Background: an optimization exercise with open tools, aiming at small area. Do not read the settings as production practice. Function was checked by simulation only, so behaviour that the tests miss may differ from the original. No activity file was given, so power comes from the tool's default toggle rates.

== job 104 ==
==> flow/design.v <==
module mvm_host_ctrl #(
   parameter int k       = 8,
   parameter int b       = 8,
   parameter int timeout = 4096
) (
   input  logic                  clk,
   input  logic                  reset,
   input  logic                  cmd_valid,
   output logic                  cmd_ready,
   input  logic [1:0]            cmd_mode,
   input  logic                  in_valid,
   output logic                  in_ready,
   input  logic signed [b-1:0]   in_data,
   output logic                  loadMatrix,
   output logic                  loadVector,
   output logic                  start,
   output logic signed [b-1:0]   data_in,
   input  logic                  done,
   input  logic signed [2*b-1:0] data_out,
   output logic                  res_valid,
   input  logic                  res_ready,
   output logic signed [2*b-1:0] res_data,
   output logic                  res_last,
   output logic                  busy,
   output logic                  err
);
   localparam int NW = k*k + k;       
   localparam int TW = $clog2(timeout);
   typedef enum logic [3:0] {
      S_IDLE    = 4'd0,
      S_ERR     = 4'd1,    
      S_FILL    = 4'd2,
      S_LOAD1   = 4'd3,
      S_STREAM1 = 4'd4,
      S_LOAD2   = 4'd5,
      S_STREAM2 = 4'd6,
      S_START   = 4'd7,
      S_WAIT    = 4'd8,
      S_CAPTURE = 4'd9,
      S_DRAIN   = 4'd10
   } state_t;
   state_t           state_q, state_d;
   logic [1:0]       mode_q;
   logic [TW-1:0]    cnt_q, cnt_d;
   logic [8*NW-1:0]  ch_q;            
   logic             en;
   wire idle    = (state_q == S_IDLE) || (state_q == S_ERR);
   wire fill    = (state_q == S_FILL);
   wire stream  = (state_q == S_STREAM1) || (state_q == S_STREAM2);
   wire capture = (state_q == S_CAPTURE);
   wire drain   = (state_q == S_DRAIN);
   wire waiting = (state_q == S_WAIT);
   wire c_71   = cnt_q[6] & (&cnt_q[2:0]);
   wire c_63   = &cnt_q[5:0];
   wire c_7    = &cnt_q[2:0];
   wire c_tmo  = &cnt_q[TW-1:1];      
   wire fill_last = mode_q[1] ? (mode_q[0] ? c_7 : c_63) : c_71;
   wire first_last = mode_q[0] ? c_7 : c_63;
   always_comb begin
      state_d = state_q;
      case (state_q)
         S_IDLE, S_ERR: if (cmd_valid) state_d = S_FILL;
                        else           state_d = S_IDLE;
         S_FILL:    if (in_valid && fill_last) state_d = S_LOAD1;
         S_LOAD1:   state_d = S_STREAM1;
         S_STREAM1: if (first_last) begin
                       if (mode_q[1]) state_d = S_START;
                       else           state_d = S_LOAD2;
                    end
         S_LOAD2:   state_d = S_STREAM2;
         S_STREAM2: if (c_71) state_d = S_START;
         S_START:   state_d = S_WAIT;
         S_WAIT:    if (done) state_d = S_CAPTURE;
                    else if (c_tmo) state_d = S_ERR;
         S_CAPTURE: if (c_7) state_d = S_DRAIN;
         S_DRAIN:   if (res_ready && c_7) state_d = S_IDLE;
         default:   state_d = S_IDLE;
      endcase
   end
   wire sh_in  = (fill && in_valid) || stream;
   wire sh_res = capture || (drain && res_ready);
   assign en = sh_in || sh_res || idle || waiting || (state_q == S_START);
   wire c_clr = idle || (state_q == S_LOAD1) || (state_q == S_START) || (waiting && done);
   wire c_inc = en;
   always_comb begin
      if (c_clr) cnt_d = '0;
      else       cnt_d = cnt_q + TW'(c_inc);
   end
   always_ff @(posedge clk) begin
      if (reset) state_q <= S_IDLE;
      else       state_q <= state_d;
      cnt_q <= cnt_d;
      if (idle) mode_q <= cmd_mode;
   end
   wire hold = (state_q == S_LOAD1) || (state_q == S_LOAD2)
               || (fill && !in_valid) || (drain && !res_ready);
   logic pol_q;
   always_ff @(posedge clk) begin
      if (reset) pol_q <= 1'b0;
      else       pol_q <= !pol_q;
   end
   wire [7:0] pol8  = {8{pol_q}};
   wire [7:0] in_p  = in_data ^ pol8;
   wire [7:0] lo_p  = data_out[7:0] ^ pol8;
   wire [7:0] hi_p  = data_out[15:8] ^ pol8;
   always_ff @(posedge clk) begin
      ch_q[7:0]                <= ~(({8{sh_in}} & in_p)
                                  | ({8{sh_res}} & lo_p)
                                  | ({8{hold}} & ch_q[7:0]));
      ch_q[8*k-1:8]            <= ~((ch_q[8*k-9:0] | {8*(k-1){hold}})
                                  & (ch_q[8*k-1:8] | {8*(k-1){en}}));
      ch_q[8*k +: 8]           <= ~(({8{sh_in}} & ch_q[8*(k-1) +: 8])
                                  | ({8{sh_res}} & hi_p)
                                  | ({8{hold}} & ch_q[8*k +: 8]));
      ch_q[8*NW-1:8*(k+1)]     <= ~((ch_q[8*NW-9:8*k] | {8*(NW-k-1){hold}})
                                  & (ch_q[8*NW-1:8*(k+1)] | {8*(NW-k-1){en}}));
   end
   wire t_all = stream && !mode_q[1];
   wire t_mat = stream && (mode_q == 2'd2);
   wire t_vec = stream && (mode_q == 2'd3);
   assign cmd_ready  = idle;
   assign busy       = !idle;
   assign in_ready   = fill;
   assign err        = (state_q == S_ERR);
   assign start      = (state_q == S_START);
   assign loadMatrix = ((state_q == S_LOAD1) && !mode_q[0]) || ((state_q == S_LOAD2) &&  mode_q[0]);
   assign loadVector = ((state_q == S_LOAD1) &&  mode_q[0]) || ((state_q == S_LOAD2) && !mode_q[0]);
   assign data_in    = (({8{t_all}} & ch_q[8*(NW-1) +: 8])
                      | ({8{t_mat}} & ch_q[8*(k*k-1) +: 8])
                      | ({8{t_vec}} & ch_q[8*(k-1) +: 8])) ^ {8{stream && pol_q}};
   assign res_valid  = drain;
   assign res_data   = {ch_q[8*(2*k-1) +: 8], ch_q[8*(k-1) +: 8]} ^ {2{pol8}};
   assign res_last   = drain && c_7;
endmodule
clock: 5.0 ns
lec_check: 0
cap_margin: 20
core_margin: 2
core_utilization: 85
slew_margin: 20
standard.sh (not shown) runs the stock make flow with config.mk's settings and CLKGATE_MAP_FILE= SYNTH_SCRIPT=/design/flow/synth_recipe.tcl, a recipe that flattens the netlist after the stock synthesis.
==> flow/flow/run.sh <==
#!/bin/bash
# The standard layout, with two changes: the ports get the smallest buffer
# (sky130 buf_1) instead of the one buffer_ports picks by default, and clock
# tree synthesis inserts no dummy loads. Every other step is the standard flow's own.
set -euo pipefail
cd "$(dirname "$0")/.."
bash standard.sh \
  "BUFFER_PORTS_ARGS=-buffer_cell sky130_fd_sc_hd__buf_1" \
  "CTS_ARGS=-sink_clustering_enable -repair_clock_nets -dont_use_dummy_load -buf_list sky130_fd_sc_hd__clkbuf_4 -sink_clustering_size 12 -sink_clustering_max_diameter 30" \
  finish > standard.log 2>&1
--- input diff job 104..job 105 ---
--- a/flow/design.v
+++ b/flow/design.v
@@ -91,44 +91,35 @@
       else       state_q <= state_d;
       cnt_q <= cnt_d;
       if (idle) mode_q <= cmd_mode;
    end
    wire hold = (state_q == S_LOAD1) || (state_q == S_LOAD2)
                || (fill && !in_valid) || (drain && !res_ready);
-   logic pol_q;
    always_ff @(posedge clk) begin
-      if (reset) pol_q <= 1'b0;
-      else       pol_q <= !pol_q;
-   end
-   wire [7:0] pol8  = {8{pol_q}};
-   wire [7:0] in_p  = in_data ^ pol8;
-   wire [7:0] lo_p  = data_out[7:0] ^ pol8;
-   wire [7:0] hi_p  = data_out[15:8] ^ pol8;
-   always_ff @(posedge clk) begin
-      ch_q[7:0]                <= ~(({8{sh_in}} & in_p)
-                                  | ({8{sh_res}} & lo_p)
-                                  | ({8{hold}} & ch_q[7:0]));
-      ch_q[8*k-1:8]            <= ~((ch_q[8*k-9:0] | {8*(k-1){hold}})
-                                  & (ch_q[8*k-1:8] | {8*(k-1){en}}));
-      ch_q[8*k +: 8]           <= ~(({8{sh_in}} & ch_q[8*(k-1) +: 8])
-                                  | ({8{sh_res}} & hi_p)
-                                  | ({8{hold}} & ch_q[8*k +: 8]));
-      ch_q[8*NW-1:8*(k+1)]     <= ~((ch_q[8*NW-9:8*k] | {8*(NW-k-1){hold}})
-                                  & (ch_q[8*NW-1:8*(k+1)] | {8*(NW-k-1){en}}));
+      ch_q[7:0]                <= ({8{sh_in}} & in_data)
+                                | ({8{sh_res}} & data_out[7:0])
+                                | ({8{hold}} & ch_q[7:0]);
+      ch_q[8*k-1:8]            <= ({8*(k-1){en}} & ch_q[8*k-9:0])
+                                | ({8*(k-1){hold}} & ch_q[8*k-1:8]);
+      ch_q[8*k +: 8]           <= ({8{sh_in}} & ch_q[8*(k-1) +: 8])
+                                | ({8{sh_res}} & data_out[15:8])
+                                | ({8{hold}} & ch_q[8*k +: 8]);
+      ch_q[8*NW-1:8*(k+1)]     <= ({8*(NW-k-1){en}} & ch_q[8*NW-9:8*k])
+                                | ({8*(NW-k-1){hold}} & ch_q[8*NW-1:8*(k+1)]);
    end
    wire t_all = stream && !mode_q[1];
    wire t_mat = stream && (mode_q == 2'd2);
    wire t_vec = stream && (mode_q == 2'd3);
    assign cmd_ready  = idle;
    assign busy       = !idle;
    assign in_ready   = fill;
    assign err        = (state_q == S_ERR);
    assign start      = (state_q == S_START);
    assign loadMatrix = ((state_q == S_LOAD1) && !mode_q[0]) || ((state_q == S_LOAD2) &&  mode_q[0]);
    assign loadVector = ((state_q == S_LOAD1) &&  mode_q[0]) || ((state_q == S_LOAD2) && !mode_q[0]);
-   assign data_in    = (({8{t_all}} & ch_q[8*(NW-1) +: 8])
-                      | ({8{t_mat}} & ch_q[8*(k*k-1) +: 8])
-                      | ({8{t_vec}} & ch_q[8*(k-1) +: 8])) ^ {8{stream && pol_q}};
+   assign data_in    = ({8{t_all}} & ch_q[8*(NW-1) +: 8])
+                     | ({8{t_mat}} & ch_q[8*(k*k-1) +: 8])
+                     | ({8{t_vec}} & ch_q[8*(k-1) +: 8]);
    assign res_valid  = drain;
-   assign res_data   = {ch_q[8*(2*k-1) +: 8], ch_q[8*(k-1) +: 8]} ^ {2{pol8}};
+   assign res_data   = {ch_q[8*(2*k-1) +: 8], ch_q[8*(k-1) +: 8]};
    assign res_last   = drain && c_7;
 endmodule
--- outcome ---
- Between job 105 and job 104, the clock latency of the later-clocked register in the worst-skew pair figures differ only marginally.
- After detailed routing, job 104 needs less wire than job 105.
- When job 105 is measured against job 104, its hold slack turns out 0.041 ns higher.
- Maximum frequency deteriorates in job 105 relative to job 104.
- Going from job 104 to job 105, number of library cell types mapped by synthesis went down 16%; final critical-path required period went up 0.30 ns; number of levels in the clock H-tree held; design area went up 980 um2; share of power burned in combinational logic went down 14 points.
- Summary of the comparison: width of the die is higher in job 105, relative to job 104.

Another version of the RTL of mvm_host_ctrl (not shown whole).
Size in the first run: about 770 cells after synthesis, ~590 flip-flops, roughly 65 I/O pins, roughly 19000 sq um of cells after synthesis.
==> module mvm_host_ctrl, before the edit <==
module mvm_host_ctrl #(
   parameter int k       = 8,
   parameter int b       = 8,
   parameter int timeout = 4096
) (
   input  logic                  clk,
   input  logic                  reset,
   input  logic                  cmd_valid,
   output logic                  cmd_ready,
   input  logic [1:0]            cmd_mode,
   input  logic                  in_valid,
   output logic                  in_ready,
   input  logic signed [b-1:0]   in_data,
   output logic                  loadMatrix,
   output logic                  loadVector,
   output logic                  start,
   output logic signed [b-1:0]   data_in,
   input  logic                  done,
   input  logic signed [2*b-1:0] data_out,
   output logic                  res_valid,
   input  logic                  res_ready,
   output logic signed [2*b-1:0] res_data,
   output logic                  res_last,
   output logic                  busy,
   output logic                  err
);
   localparam int NW = k*k + k;       
   localparam int TW = $clog2(timeout);
   typedef enum logic [3:0] {
      S_IDLE    = 4'd0,
      S_ERR     = 4'd1,    
      S_FILL    = 4'd2,
      S_LOAD1   = 4'd3,
      S_STREAM1 = 4'd4,
      S_LOAD2   = 4'd5,
      S_STREAM2 = 4'd6,
      S_START   = 4'd7,
      S_WAIT    = 4'd8,
      S_CAPTURE = 4'd9,
      S_DRAIN   = 4'd10
   } state_t;
   state_t           state_q, state_d;
   logic [1:0]       mode_q;
   logic [TW-1:0]    cnt_q, cnt_d;
   logic [8*NW-1:0]  ch_q;            
   logic             en;
   logic [7:0]       tap;
   wire idle    = (state_q == S_IDLE) || (state_q == S_ERR);
   wire fill    = (state_q == S_FILL);
   wire stream  = (state_q == S_STREAM1) || (state_q == S_STREAM2);
   wire capture = (state_q == S_CAPTURE);
   wire drain   = (state_q == S_DRAIN);
   wire waiting = (state_q == S_WAIT);
   wire results = capture || drain;
   wire c_71   = cnt_q[6] & (&cnt_q[2:0]);
   wire c_63   = &cnt_q[5:0];
   wire c_7    = &cnt_q[2:0];
   wire c_tmo  = &cnt_q[TW-1:1];      
   wire fill_last = mode_q[1] ? (mode_q[0] ? c_7 : c_63) : c_71;
   wire first_last = mode_q[0] ? c_7 : c_63;
   always_comb begin
      state_d = state_q;
      case (state_q)
         S_IDLE, S_ERR: if (cmd_valid) state_d = S_FILL;
                        else           state_d = S_IDLE;
         S_FILL:    if (in_valid && fill_last) state_d = S_LOAD1;
         S_LOAD1:   state_d = S_STREAM1;
         S_STREAM1: if (first_last) begin
                       if (mode_q[1]) state_d = S_START;
                       else           state_d = S_LOAD2;
                    end
         S_LOAD2:   state_d = S_STREAM2;
         S_STREAM2: if (c_71) state_d = S_START;
         S_START:   state_d = S_WAIT;
         S_WAIT:    if (done) state_d = S_CAPTURE;
                    else if (c_tmo) state_d = S_ERR;
         S_CAPTURE: if (c_7) state_d = S_DRAIN;
         S_DRAIN:   if (res_ready && c_7) state_d = S_IDLE;
         default:   state_d = S_IDLE;
      endcase
   end
   assign en = (fill && in_valid) || stream || capture || (drain && res_ready);
   wire c_clr = idle || (state_q == S_LOAD1) || (state_q == S_START) || (waiting && done);
   wire c_inc = en || waiting;
   always_comb begin
      if (c_clr) cnt_d = '0;
      else       cnt_d = cnt_q + TW'(c_inc);
   end
   always_ff @(posedge clk) begin
      if (reset) state_q <= S_IDLE;
      else       state_q <= state_d;
      cnt_q <= cnt_d;
      if (idle) mode_q <= cmd_mode;
   end
   always_ff @(posedge clk) begin
      if (en) begin
         ch_q[8*NW-1:8*(k+1)] <= ch_q[8*NW-9:8*k];
         ch_q[8*k +: 8]       <= results ? data_out[15:8] : ch_q[8*(k-1) +: 8];
         ch_q[8*k-1:8]        <= ch_q[8*k-9:0];
         ch_q[7:0]            <= results ? data_out[7:0] : in_data;
      end
   end
   always_comb begin
      case (mode_q)
         2'd2:    tap = ch_q[8*(k*k-1) +: 8];
         2'd3:    tap = ch_q[8*(k-1) +: 8];
         default: tap = ch_q[8*(NW-1) +: 8];
      endcase
   end
   assign cmd_ready  = idle;
   assign busy       = !idle;
   assign in_ready   = fill;
   assign err        = (state_q == S_ERR);
   assign start      = (state_q == S_START);
   assign loadMatrix = ((state_q == S_LOAD1) && !mode_q[0]) || ((state_q == S_LOAD2) &&  mode_q[0]);
   assign loadVector = ((state_q == S_LOAD1) &&  mode_q[0]) || ((state_q == S_LOAD2) && !mode_q[0]);
   assign data_in    = stream ? tap : '0;
   assign res_valid  = drain;
   assign res_data   = {ch_q[8*(2*k-1) +: 8], ch_q[8*(k-1) +: 8]};
   assign res_last   = drain && c_7;
endmodule
clock: 5.0 ns
lec_check: 0
cap_margin: 20
core_margin: 2
core_utilization: 70
slew_margin: 20
Scripts as last shown in full above: flow/flow/run.sh
The baseline passed the timing, DRC and antenna checks.
==> next run, changes <==
--- a/flow/design.v
+++ b/flow/design.v
@@ -43,16 +43,14 @@
    logic [1:0]       mode_q;
    logic [TW-1:0]    cnt_q, cnt_d;
    logic [8*NW-1:0]  ch_q;            
    logic             en;
-   logic [7:0]       tap;
    wire idle    = (state_q == S_IDLE) || (state_q == S_ERR);
    wire fill    = (state_q == S_FILL);
    wire stream  = (state_q == S_STREAM1) || (state_q == S_STREAM2);
    wire capture = (state_q == S_CAPTURE);
    wire drain   = (state_q == S_DRAIN);
    wire waiting = (state_q == S_WAIT);
-   wire results = capture || drain;
    wire c_71   = cnt_q[6] & (&cnt_q[2:0]);
    wire c_63   = &cnt_q[5:0];
    wire c_7    = &cnt_q[2:0];
    wire c_tmo  = &cnt_q[TW-1:1];      
@@ -78,9 +76,11 @@
          S_DRAIN:   if (res_ready && c_7) state_d = S_IDLE;
          default:   state_d = S_IDLE;
       endcase
    end
-   assign en = (fill && in_valid) || stream || capture || (drain && res_ready);
+   wire sh_in  = (fill && in_valid) || stream;
+   wire sh_res = capture || (drain && res_ready);
+   assign en = sh_in || sh_res;
    wire c_clr = idle || (state_q == S_LOAD1) || (state_q == S_START) || (waiting && done);
    wire c_inc = en || waiting;
    always_comb begin
       if (c_clr) cnt_d = '0;
@@ -91,31 +91,35 @@
       else       state_q <= state_d;
       cnt_q <= cnt_d;
       if (idle) mode_q <= cmd_mode;
    end
+   wire hold = idle || (state_q == S_LOAD1) || (state_q == S_LOAD2) || (state_q == S_START) || waiting
+               || (fill && !in_valid) || (drain && !res_ready);
    always_ff @(posedge clk) begin
-      if (en) begin
-         ch_q[8*NW-1:8*(k+1)] <= ch_q[8*NW-9:8*k];
-         ch_q[8*k +: 8]       <= results ? data_out[15:8] : ch_q[8*(k-1) +: 8];
-         ch_q[8*k-1:8]        <= ch_q[8*k-9:0];
-         ch_q[7:0]            <= results ? data_out[7:0] : in_data;
-      end
+      ch_q[7:0]                <= ({8{sh_in}} & in_data)
+                                | ({8{sh_res}} & data_out[7:0])
+                                | ({8{hold}} & ch_q[7:0]);
+      ch_q[8*k-1:8]            <= ({8*(k-1){en}} & ch_q[8*k-9:0])
+                                | ({8*(k-1){hold}} & ch_q[8*k-1:8]);
+      ch_q[8*k +: 8]           <= ({8{sh_in}} & ch_q[8*(k-1) +: 8])
+                                | ({8{sh_res}} & data_out[15:8])
+                                | ({8{hold}} & ch_q[8*k +: 8]);
+      ch_q[8*NW-1:8*(k+1)]     <= ({8*(NW-k-1){en}} & ch_q[8*NW-9:8*k])
+                                | ({8*(NW-k-1){hold}} & ch_q[8*NW-1:8*(k+1)]);
    end
-   always_comb begin
-      case (mode_q)
-         2'd2:    tap = ch_q[8*(k*k-1) +: 8];
-         2'd3:    tap = ch_q[8*(k-1) +: 8];
-         default: tap = ch_q[8*(NW-1) +: 8];
-      endcase
-   end
+   wire t_all = stream && !mode_q[1];
+   wire t_mat = stream && (mode_q == 2'd2);
+   wire t_vec = stream && (mode_q == 2'd3);
    assign cmd_ready  = idle;
    assign busy       = !idle;
    assign in_ready   = fill;
    assign err        = (state_q == S_ERR);
    assign start      = (state_q == S_START);
    assign loadMatrix = ((state_q == S_LOAD1) && !mode_q[0]) || ((state_q == S_LOAD2) &&  mode_q[0]);
    assign loadVector = ((state_q == S_LOAD1) &&  mode_q[0]) || ((state_q == S_LOAD2) && !mode_q[0]);
-   assign data_in    = stream ? tap : '0;
+   assign data_in    = ({8{t_all}} & ch_q[8*(NW-1) +: 8])
+                     | ({8{t_mat}} & ch_q[8*(k*k-1) +: 8])
+                     | ({8{t_vec}} & ch_q[8*(k-1) +: 8]);
    assign res_valid  = drain;
    assign res_data   = {ch_q[8*(2*k-1) +: 8], ch_q[8*(k-1) +: 8]};
    assign res_last   = drain && c_7;
 endmodule
What happened: The new run completed with no timing, DRC or antenna violations. Design area is lower by 4.0%. Setup slack gets better by 45 ps. Cell count went up by 48%. Hold slack is better by 50 ps. Synthesized cell count is higher by 95%. Core utilization shrinks by 1.6 points.

-- port drivers added, routing unchanged --
Ports are ideal in the flow. The routed layouts listed here were re-timed in OpenROAD.
Step 1 sets driving cells, clkbuf_16 on the clock port and buf_2 on the other inputs (assumed; they add their load-dependent delay and slew).
Step 2 adds t to the input delays and takes it off the output delays; t is the mean of the earliest and latest rising clock arrival at the registers after step 1. Input paths then give back, and output paths get back, about the clock's delay inside the block.
Slacks: no drivers / after step 1 / after step 2; pairs: no drivers / after step 1.
run	t, ns	setup slack, ns	hold WS [ns]	slew at the worst register clock pin (ns)
job 104	0.703	1.778 / 1.735 / 1.727	0.371 / 0.371 / 0.371	0.12 / 0.12
job 105	0.733	1.480 / 1.431 / 1.749	0.412 / 0.412 / 0.412	0.12 / 0.12
the first run of note 2	0.700	1.506 / 1.463 / 1.798	0.365 / 0.365 / 0.365	0.12 / 0.12
the second run of note 2	0.693	1.551 / 1.504 / 1.269	0.415 / 0.415 / 0.415	0.12 / 0.12
After both steps every run listed still meets setup and hold. For the second run of note 2, which loses most, drivers alone change the setup slack by -0.047 ns; drivers and shift together by -0.282 ns.
